Source: an optimization exercise on an open RTL-to-GDS flow (aim: small area). Production flows keep margins and buffers that such runs may drop.
In this exercise RTL edits were held to simulation tests only and were not proved equivalent to the original.
The clock port is modelled as an ideal driver; clocking choices that lean on that would not hold on a real chip.
Power figures rest on the tool's default switching activity, not on a simulated workload.

==> module iq_burst_buffer, before the edit <==
module iq_burst_buffer #(
  parameter int DATA_W    = DATA_W_DEF,
  parameter int BURST_LEN = BURST_LEN_DEF,
  parameter int N_GUARD   = N_GUARD_DEF
) (
  input  logic              clk,
  input  logic              rst_n,
  input  logic [DATA_W-1:0] s_i,
  input  logic [DATA_W-1:0] s_q,
  input  logic              s_valid,
  output logic              s_ready,
  output logic [DATA_W-1:0] m_i,
  output logic [DATA_W-1:0] m_q,
  output logic              m_valid,
  input  logic              m_ready,
  output logic              m_sob,
  output logic              m_eob,
  output logic              overflow
);
  localparam int CW = $clog2(BURST_LEN);
  localparam logic [CW-1:0] LAST_IDX = CW'(BURST_LEN - 1);
  logic [1:0]        full;
  logic              w_bank, r_bank;
  logic [CW-1:0]     w_cnt, r_cnt;
  logic [1:0]        play;
  logic              busy;
  logic              accept, w_last, rd_adv, r_last, rd_done, next_ready;
  logic [1:0]        shift, hold;
  logic              w_bank_c;
  logic [DATA_W-1:0] h0_i, h0_q, h1_i, h1_q;
  assign s_ready = ~full[w_bank];
  assign accept  = s_valid & s_ready;
  assign w_last  = accept & (w_cnt == LAST_IDX);
  always_ff @(posedge clk or negedge rst_n)
    if (!rst_n) begin
      w_bank   <= 1'b0;
      w_bank_c <= 1'b0;
      w_cnt    <= '0;
      overflow <= 1'b0;
    end else begin
      if (s_valid & ~s_ready) overflow <= 1'b1;
      if (accept) begin
        if (w_last) begin
          w_cnt    <= '0;
          w_bank   <= ~w_bank;
          w_bank_c <= ~w_bank_c;
        end else begin
          w_cnt    <= w_cnt + 1'b1;
        end
      end
    end
  assign busy    = play[0] | play[1];
  assign rd_adv  = busy & m_ready;
  assign r_last  = (r_cnt == LAST_IDX);
  assign rd_done = rd_adv & r_last;
  assign next_ready = full[~r_bank] | (w_last & (w_bank != r_bank));
  always_ff @(posedge clk or negedge rst_n)
    if (!rst_n) begin
      full   <= '0;
      play   <= '0;
      r_cnt  <= '0;
      r_bank <= 1'b0;
    end else begin
      if (w_last)  full[w_bank] <= 1'b1;
      if (rd_done) full[r_bank] <= 1'b0;
      if (!busy) begin
        play[r_bank] <= full[r_bank];
      end else if (rd_done) begin
        play[r_bank]  <= 1'b0;
        play[~r_bank] <= next_ready;
        r_cnt  <= '0;
        r_bank <= ~r_bank;
      end else if (m_ready) begin
        r_cnt  <= r_cnt + 1'b1;
      end
    end
  assign shift[0] = (accept & ~w_bank)   | (m_ready & play[0]);
  assign shift[1] = (accept &  w_bank)   | (m_ready & play[1]);
  assign hold[0]  = ~((accept & ~w_bank_c) | (rd_adv & ~r_bank));
  assign hold[1]  = ~((accept &  w_bank_c) | (rd_adv &  r_bank));
  iq_bank_mem #(
    .DATA_W (DATA_W),
    .DEPTH  (BURST_LEN)
  ) u_mem (
    .clk    (clk),
    .shift  (shift),
    .hold   (hold),
    .w_i    (s_i),
    .w_q    (s_q),
    .h0_i   (h0_i),
    .h0_q   (h0_q),
    .h1_i   (h1_i),
    .h1_q   (h1_q)
  );
  assign m_valid = busy;
  assign m_i     = ({DATA_W{play[0]}} & h0_i) | ({DATA_W{play[1]}} & h1_i);
  assign m_q     = ({DATA_W{play[0]}} & h0_q) | ({DATA_W{play[1]}} & h1_q);
  assign m_sob   = busy & (r_cnt == '0);
  assign m_eob   = busy & r_last;
endmodule
Settings: LEC_CHECK=0, CAP_MARGIN=20, CORE_MARGIN=2, CORE_UTILIZATION=75, CTS_BUF_LIST=sky130_fd_sc_hd__clkbuf_8, CTS_CLUSTER_DIAMETER=60, CTS_CLUSTER_SIZE=20, PLACE_DENSITY=0.82, SLEW_MARGIN=20; clock period 10.0 ns.
standard.sh (not shown) runs the stock make flow with config.mk's settings and CLKGATE_MAP_FILE= SYNTH_SCRIPT=/design/flow/synth_recipe.tcl, a recipe that flattens the netlist after the stock synthesis.
==> flow/flow/run.sh <==
#!/bin/bash
set -euo pipefail
export CTS_ARGS="-sink_clustering_enable -repair_clock_nets -dont_use_dummy_load -buf_list sky130_fd_sc_hd__clkbuf_8 -sink_clustering_size 20 -sink_clustering_max_diameter 60"
export BUFFER_PORTS_ARGS="-buffer_cell sky130_fd_sc_hd__buf_1"
export POST_CTS_TCL="$PWD/flow/post_cts.tcl"
export LEAF_SLEW_LIMIT=0.117
bash standard.sh finish > flow_make.log 2>&1
==> flow/flow/post_cts.tcl <==
# Upsize clock-tree leaf buffers whose flip-flop clock pins would see a slow
# slew after routing. The prediction is linear in the leaf net's fanout and
# half-perimeter, fitted on routed layouts of this design (clkbuf_8 leaves
# driving dfxtp_1 clock pins).
set block [ord::get_db_block]
set n_up 0
foreach inst [$block getInsts] {
  if {![string match clkbuf_leaf_* [$inst getName]]} continue
  if {[[$inst getMaster] getName] ne "sky130_fd_sc_hd__clkbuf_8"} continue
  set onet ""
  foreach it [$inst getITerms] {
    if {[$it isOutputSignal]} { set onet [$it getNet] }
  }
  if {$onet eq "" || $onet eq "NULL"} continue
  set xs {}; set ys {}; set n 0
  foreach it [$onet getITerms] {
    set bb [[$it getInst] getBBox]
    lappend xs [$bb xMin] [$bb xMax]; lappend ys [$bb yMin] [$bb yMax]
    if {![$it isOutputSignal]} { incr n }
  }
  set hp [expr {([tcl::mathfunc::max {*}$xs] - [tcl::mathfunc::min {*}$xs] + [tcl::mathfunc::max {*}$ys] - [tcl::mathfunc::min {*}$ys]) / 1000.0}]
  set pred [expr {0.0173 + 0.00414 * $n + 0.000184 * $hp}]
  if {$pred > $::env(LEAF_SLEW_LIMIT)} {
    replace_cell [get_cells [$inst getName]] sky130_fd_sc_hd__clkbuf_16
    incr n_up
    puts "post_cts: upsized [$inst getName] fanout $n hpwl $hp predicted slew $pred"
  }
}
puts "post_cts: upsized $n_up leaf buffers"
if {$n_up > 0} {
  detailed_placement
  check_placement -verbose
  estimate_parasitics -placement
}
==> next run, changes <==
--- a/flow/design.v
+++ b/flow/design.v
@@ -62,13 +62,13 @@
   localparam logic [CW-1:0] LAST_IDX = CW'(BURST_LEN - 1);
   logic [1:0]        full;
   logic              w_bank, r_bank;
   logic [CW-1:0]     w_cnt, r_cnt;
-  logic [1:0]        play;
-  logic              busy;
+  logic              busy;           
   logic              accept, w_last, rd_adv, r_last, rd_done, next_ready;
   logic [1:0]        shift, hold;
   logic              w_bank_c;
+  logic [DATA_W-1:0] rd_i, rd_q;
   logic [DATA_W-1:0] h0_i, h0_q, h1_i, h1_q;
   assign s_ready = ~full[w_bank];
   assign accept  = s_valid & s_ready;
   assign w_last  = accept & (w_cnt == LAST_IDX);
@@ -81,45 +81,43 @@
     end else begin
       if (s_valid & ~s_ready) overflow <= 1'b1;
       if (accept) begin
         if (w_last) begin
-          w_cnt    <= '0;
+          w_cnt  <= '0;
           w_bank   <= ~w_bank;
           w_bank_c <= ~w_bank_c;
         end else begin
-          w_cnt    <= w_cnt + 1'b1;
+          w_cnt  <= w_cnt + 1'b1;
         end
       end
     end
-  assign busy    = play[0] | play[1];
   assign rd_adv  = busy & m_ready;
   assign r_last  = (r_cnt == LAST_IDX);
   assign rd_done = rd_adv & r_last;
   assign next_ready = full[~r_bank] | (w_last & (w_bank != r_bank));
   always_ff @(posedge clk or negedge rst_n)
     if (!rst_n) begin
       full   <= '0;
-      play   <= '0;
+      busy   <= 1'b0;
       r_cnt  <= '0;
       r_bank <= 1'b0;
     end else begin
       if (w_last)  full[w_bank] <= 1'b1;
       if (rd_done) full[r_bank] <= 1'b0;
       if (!busy) begin
-        play[r_bank] <= full[r_bank];
+        busy <= full[r_bank];
       end else if (rd_done) begin
-        play[r_bank]  <= 1'b0;
-        play[~r_bank] <= next_ready;
+        busy   <= next_ready;
         r_cnt  <= '0;
         r_bank <= ~r_bank;
       end else if (m_ready) begin
         r_cnt  <= r_cnt + 1'b1;
       end
     end
-  assign shift[0] = (accept & ~w_bank)   | (m_ready & play[0]);
-  assign shift[1] = (accept &  w_bank)   | (m_ready & play[1]);
-  assign hold[0]  = ~((accept & ~w_bank_c) | (rd_adv & ~r_bank));
-  assign hold[1]  = ~((accept &  w_bank_c) | (rd_adv &  r_bank));
+  assign shift[0] = (accept & ~w_bank) | (rd_adv & ~r_bank);
+  assign shift[1] = (accept &  w_bank) | (rd_adv &  r_bank);
+  assign hold[0] = ~((accept & ~w_bank_c) | (rd_adv & ~r_bank));
+  assign hold[1] = ~((accept &  w_bank_c) | (rd_adv &  r_bank));
   iq_bank_mem #(
     .DATA_W (DATA_W),
     .DEPTH  (BURST_LEN)
   ) u_mem (
@@ -132,10 +130,13 @@
     .h0_q   (h0_q),
     .h1_i   (h1_i),
     .h1_q   (h1_q)
   );
+  logic sel0, sel1;
+  assign sel0 = busy & ~r_bank;
+  assign sel1 = busy &  r_bank;
   assign m_valid = busy;
-  assign m_i     = ({DATA_W{play[0]}} & h0_i) | ({DATA_W{play[1]}} & h1_i);
-  assign m_q     = ({DATA_W{play[0]}} & h0_q) | ({DATA_W{play[1]}} & h1_q);
+  assign m_i     = ({DATA_W{sel0}} & h0_i) | ({DATA_W{sel1}} & h1_i);
+  assign m_q     = ({DATA_W{sel0}} & h0_q) | ({DATA_W{sel1}} & h1_q);
   assign m_sob   = busy & (r_cnt == '0);
   assign m_eob   = busy & r_last;
 endmodule
Result: Cell area stays flat; routed wire length rose slightly; register-to-register slack gets worse by 0.05 ns; non-clock buffer count goes up by 15; fmax goes down by a few percent; die area is about the same; worst setup slack loses 0.34 ns; synthesized cell count hardly moves; synthesized area barely changes; via count rises slightly; clock power hardly moves.

* * *

Another version of the RTL of iq_burst_buffer (not shown whole).
Size: roughly 6300 cells after synthesis, about 6200 flip-flops, ~73 I/O pins.
==> module iq_bank_mem, before the edit <==
module iq_bank_mem #(
  parameter int DATA_W = 16,
  parameter int DEPTH  = 96
) (
  input  logic              clk,
  input  logic [1:0]        shift,
  input  logic [DATA_W-1:0] w_i,
  input  logic [DATA_W-1:0] w_q,
  input  logic              r_bank,
  output logic [DATA_W-1:0] r_i,
  output logic [DATA_W-1:0] r_q
);
  logic [1:0][2*DATA_W-1:0] head;
  for (genvar b = 0; b < 2; b++) begin : g_bank
    logic [2*DATA_W-1:0] row [DEPTH];
    always_ff @(posedge clk)
      if (shift[b]) begin
        row[0] <= {w_i, w_q};
        for (int k = 1; k < DEPTH; k++) row[k] <= row[k-1];
      end
    assign head[b] = row[DEPTH-1];
  end
  assign {r_i, r_q} = head[r_bank];
endmodule
==> module iq_burst_buffer, before the edit <==
module iq_burst_buffer #(
  parameter int DATA_W    = DATA_W_DEF,
  parameter int BURST_LEN = BURST_LEN_DEF,
  parameter int N_GUARD   = N_GUARD_DEF
) (
  input  logic              clk,
  input  logic              rst_n,
  input  logic [DATA_W-1:0] s_i,
  input  logic [DATA_W-1:0] s_q,
  input  logic              s_valid,
  output logic              s_ready,
  output logic [DATA_W-1:0] m_i,
  output logic [DATA_W-1:0] m_q,
  output logic              m_valid,
  input  logic              m_ready,
  output logic              m_sob,
  output logic              m_eob,
  output logic              overflow
);
  localparam int CW = $clog2(BURST_LEN);
  localparam logic [CW-1:0] LAST_IDX = CW'(BURST_LEN - 1);
  localparam bit USE_GUARD = 1'b0;
  localparam wimax_pkg::bb_state_t START_ST = (USE_GUARD && N_GUARD > 0) ? ST_GUARD : ST_DATA;
  logic [1:0]        full, full_n;
  logic              w_bank, r_bank, r_bank_n;
  logic [CW-1:0]     w_cnt, r_cnt, r_cnt_n;
  wimax_pkg::bb_state_t state, state_n;
  logic              accept, w_last, rd_done, next_ready;
  logic [DATA_W-1:0] rd_i, rd_q;
  assign s_ready = ~full[w_bank];
  assign accept  = s_valid & s_ready;
  assign w_last  = accept & (w_cnt == LAST_IDX);
  always_ff @(posedge clk or negedge rst_n)
    if (!rst_n) begin
      w_bank   <= 1'b0;
      w_cnt    <= '0;
      overflow <= 1'b0;
    end else begin
      if (s_valid & ~s_ready) overflow <= 1'b1;
      if (accept) begin
        if (w_last) begin
          w_cnt  <= '0;
          w_bank <= ~w_bank;
        end else begin
          w_cnt  <= w_cnt + 1'b1;
        end
      end
    end
  always_comb begin
    full_n = full;
    if (w_last)  full_n[w_bank] = 1'b1;
    if (rd_done) full_n[r_bank] = 1'b0;
  end
  logic [1:0] shift;
  logic       rd_adv;
  assign rd_adv = (state == ST_DATA) & m_ready;
  assign shift[0] = (accept & ~w_bank) | (rd_adv & ~r_bank);
  assign shift[1] = (accept &  w_bank) | (rd_adv &  r_bank);
  iq_bank_mem #(
    .DATA_W (DATA_W),
    .DEPTH  (BURST_LEN)
  ) u_mem (
    .clk    (clk),
    .shift  (shift),
    .w_i    (s_i),
    .w_q    (s_q),
    .r_bank (r_bank),
    .r_i    (rd_i),
    .r_q    (rd_q)
  );
  assign next_ready = full[~r_bank] | (w_last & (w_bank != r_bank));
  always_comb begin
    state_n  = state;
    r_cnt_n  = r_cnt;
    r_bank_n = r_bank;
    rd_done  = 1'b0;
    m_valid  = 1'b0;
    m_i      = '0;
    m_q      = '0;
    m_sob    = 1'b0;
    m_eob    = 1'b0;
    unique case (state)
      ST_IDLE: begin
        if (full[r_bank]) begin
          state_n = START_ST;
          r_cnt_n = '0;
        end
      end
      ST_DATA: begin
        m_valid = 1'b1;
        m_i     = rd_i;
        m_q     = rd_q;
        m_sob   = (r_cnt == '0);
        m_eob   = (r_cnt == LAST_IDX);
        if (m_ready) begin
          if (r_cnt == LAST_IDX) begin
            rd_done  = 1'b1;
            r_cnt_n  = '0;
            r_bank_n = ~r_bank;
            state_n  = next_ready ? START_ST : ST_IDLE;
          end else begin
            r_cnt_n  = r_cnt + 1'b1;
          end
        end
      end
      default: state_n = ST_IDLE;
    endcase
  end
  always_ff @(posedge clk or negedge rst_n)
    if (!rst_n) begin
      state  <= ST_IDLE;
      r_cnt  <= '0;
      r_bank <= 1'b0;
      full   <= '0;
    end else begin
      state  <= state_n;
      r_cnt  <= r_cnt_n;
      r_bank <= r_bank_n;
      full   <= full_n;
    end
endmodule
clock: 10.0 ns
lec_check: 0
cap_margin: 20
core_margin: 2
core_utilization: 40
slew_margin: 20
run.sh (not shown) runs the stock make flow with config.mk's settings and CLKGATE_MAP_FILE= SYNTH_SCRIPT=/design/flow/synth_recipe.tcl, a recipe that flattens the netlist after the stock synthesis.
Stock flow here: none of the scripts above is used.
Next try:
--- a/flow/design.v
+++ b/flow/design.v
@@ -10,27 +10,28 @@
 endpackage
 module iq_bank_mem #(
   parameter int DATA_W = 16,
-  parameter int DEPTH  = 96
+  parameter int DEPTH  = 96,
+  parameter int AW     = 7
 ) (
   input  logic              clk,
-  input  logic [1:0]        shift,
+  input  logic              we,
+  input  logic              w_bank,
+  input  logic [AW-1:0]     w_idx,
   input  logic [DATA_W-1:0] w_i,
   input  logic [DATA_W-1:0] w_q,
   input  logic              r_bank,
+  input  logic [AW-1:0]     r_idx,
   output logic [DATA_W-1:0] r_i,
   output logic [DATA_W-1:0] r_q
 );
-  logic [1:0][2*DATA_W-1:0] head;
+  logic [1:0][2*DATA_W-1:0] rd_word;
   for (genvar b = 0; b < 2; b++) begin : g_bank
     logic [2*DATA_W-1:0] row [DEPTH];
     always_ff @(posedge clk)
-      if (shift[b]) begin
-        row[0] <= {w_i, w_q};
-        for (int k = 1; k < DEPTH; k++) row[k] <= row[k-1];
-      end
-    assign head[b] = row[DEPTH-1];
+      if (we && (w_bank == 1'(b))) row[w_idx] <= {w_i, w_q};
+    assign rd_word[b] = row[r_idx];
   end
-  assign {r_i, r_q} = head[r_bank];
+  assign {r_i, r_q} = rd_word[r_bank];
 endmodule
 import wimax_pkg::*;
 module iq_burst_buffer #(
@@ -86,20 +87,19 @@
     if (w_last)  full_n[w_bank] = 1'b1;
     if (rd_done) full_n[r_bank] = 1'b0;
   end
-  logic [1:0] shift;
-  logic       rd_adv;
-  assign rd_adv = (state == ST_DATA) & m_ready;
-  assign shift[0] = (accept & ~w_bank) | (rd_adv & ~r_bank);
-  assign shift[1] = (accept &  w_bank) | (rd_adv &  r_bank);
   iq_bank_mem #(
     .DATA_W (DATA_W),
-    .DEPTH  (BURST_LEN)
+    .DEPTH  (BURST_LEN),
+    .AW     (CW)
   ) u_mem (
     .clk    (clk),
-    .shift  (shift),
+    .we     (accept),
+    .w_bank (w_bank),
+    .w_idx  (w_cnt),
     .w_i    (s_i),
     .w_q    (s_q),
     .r_bank (r_bank),
+    .r_idx  (r_cnt),
     .r_i    (rd_i),
     .r_q    (rd_q)
   );
Effect:
- count of clock-buffer cells in the layout rises by 57
- cell area rises by a quarter to a third
- clock skew rises by 0.0041 ns
- flip-flop and latch count is unchanged
- total power rises by a little under a tenth
- worst setup slack gets worse by 3.9 ns
- synthesized cell count rises by well over a third

[re-timing with driven ports]
Ports are ideal in the flow. The routed layouts listed here were re-timed in OpenROAD.
Step 1 assumes that a clkbuf_16 drives the clock port and a buf_2 every other input.
Step 2 times the ports against the registers' clock, not the clock port: input delays grow and output delays shrink by t, the midpoint of the rising clock arrivals with the driver on.
a / b / c = ideal ports / drivers / drivers and shift; a / b = the first two.
| run | t, ns | setup WS [ns] | worst setup path after step 2 | worst slew at a driven data input, ns |
|---|---|---|---|---|
| the first run of note 1 | 1.153 | 5.330 / 5.231 / 4.545 | input to register | 0.15 |
| the second run of note 1 | 1.149 | 4.986 / 4.893 / 4.658 | input to register | 0.16 |
| the first run of note 2 | 1.091 | 5.072 / 4.974 / 4.287 | input to register | 0.27 |
| the second run of note 2 | 1.215 | 1.153 / 1.021 / 2.236 | register to output | 0.27 |
After both steps setup and hold are still met in every run listed.
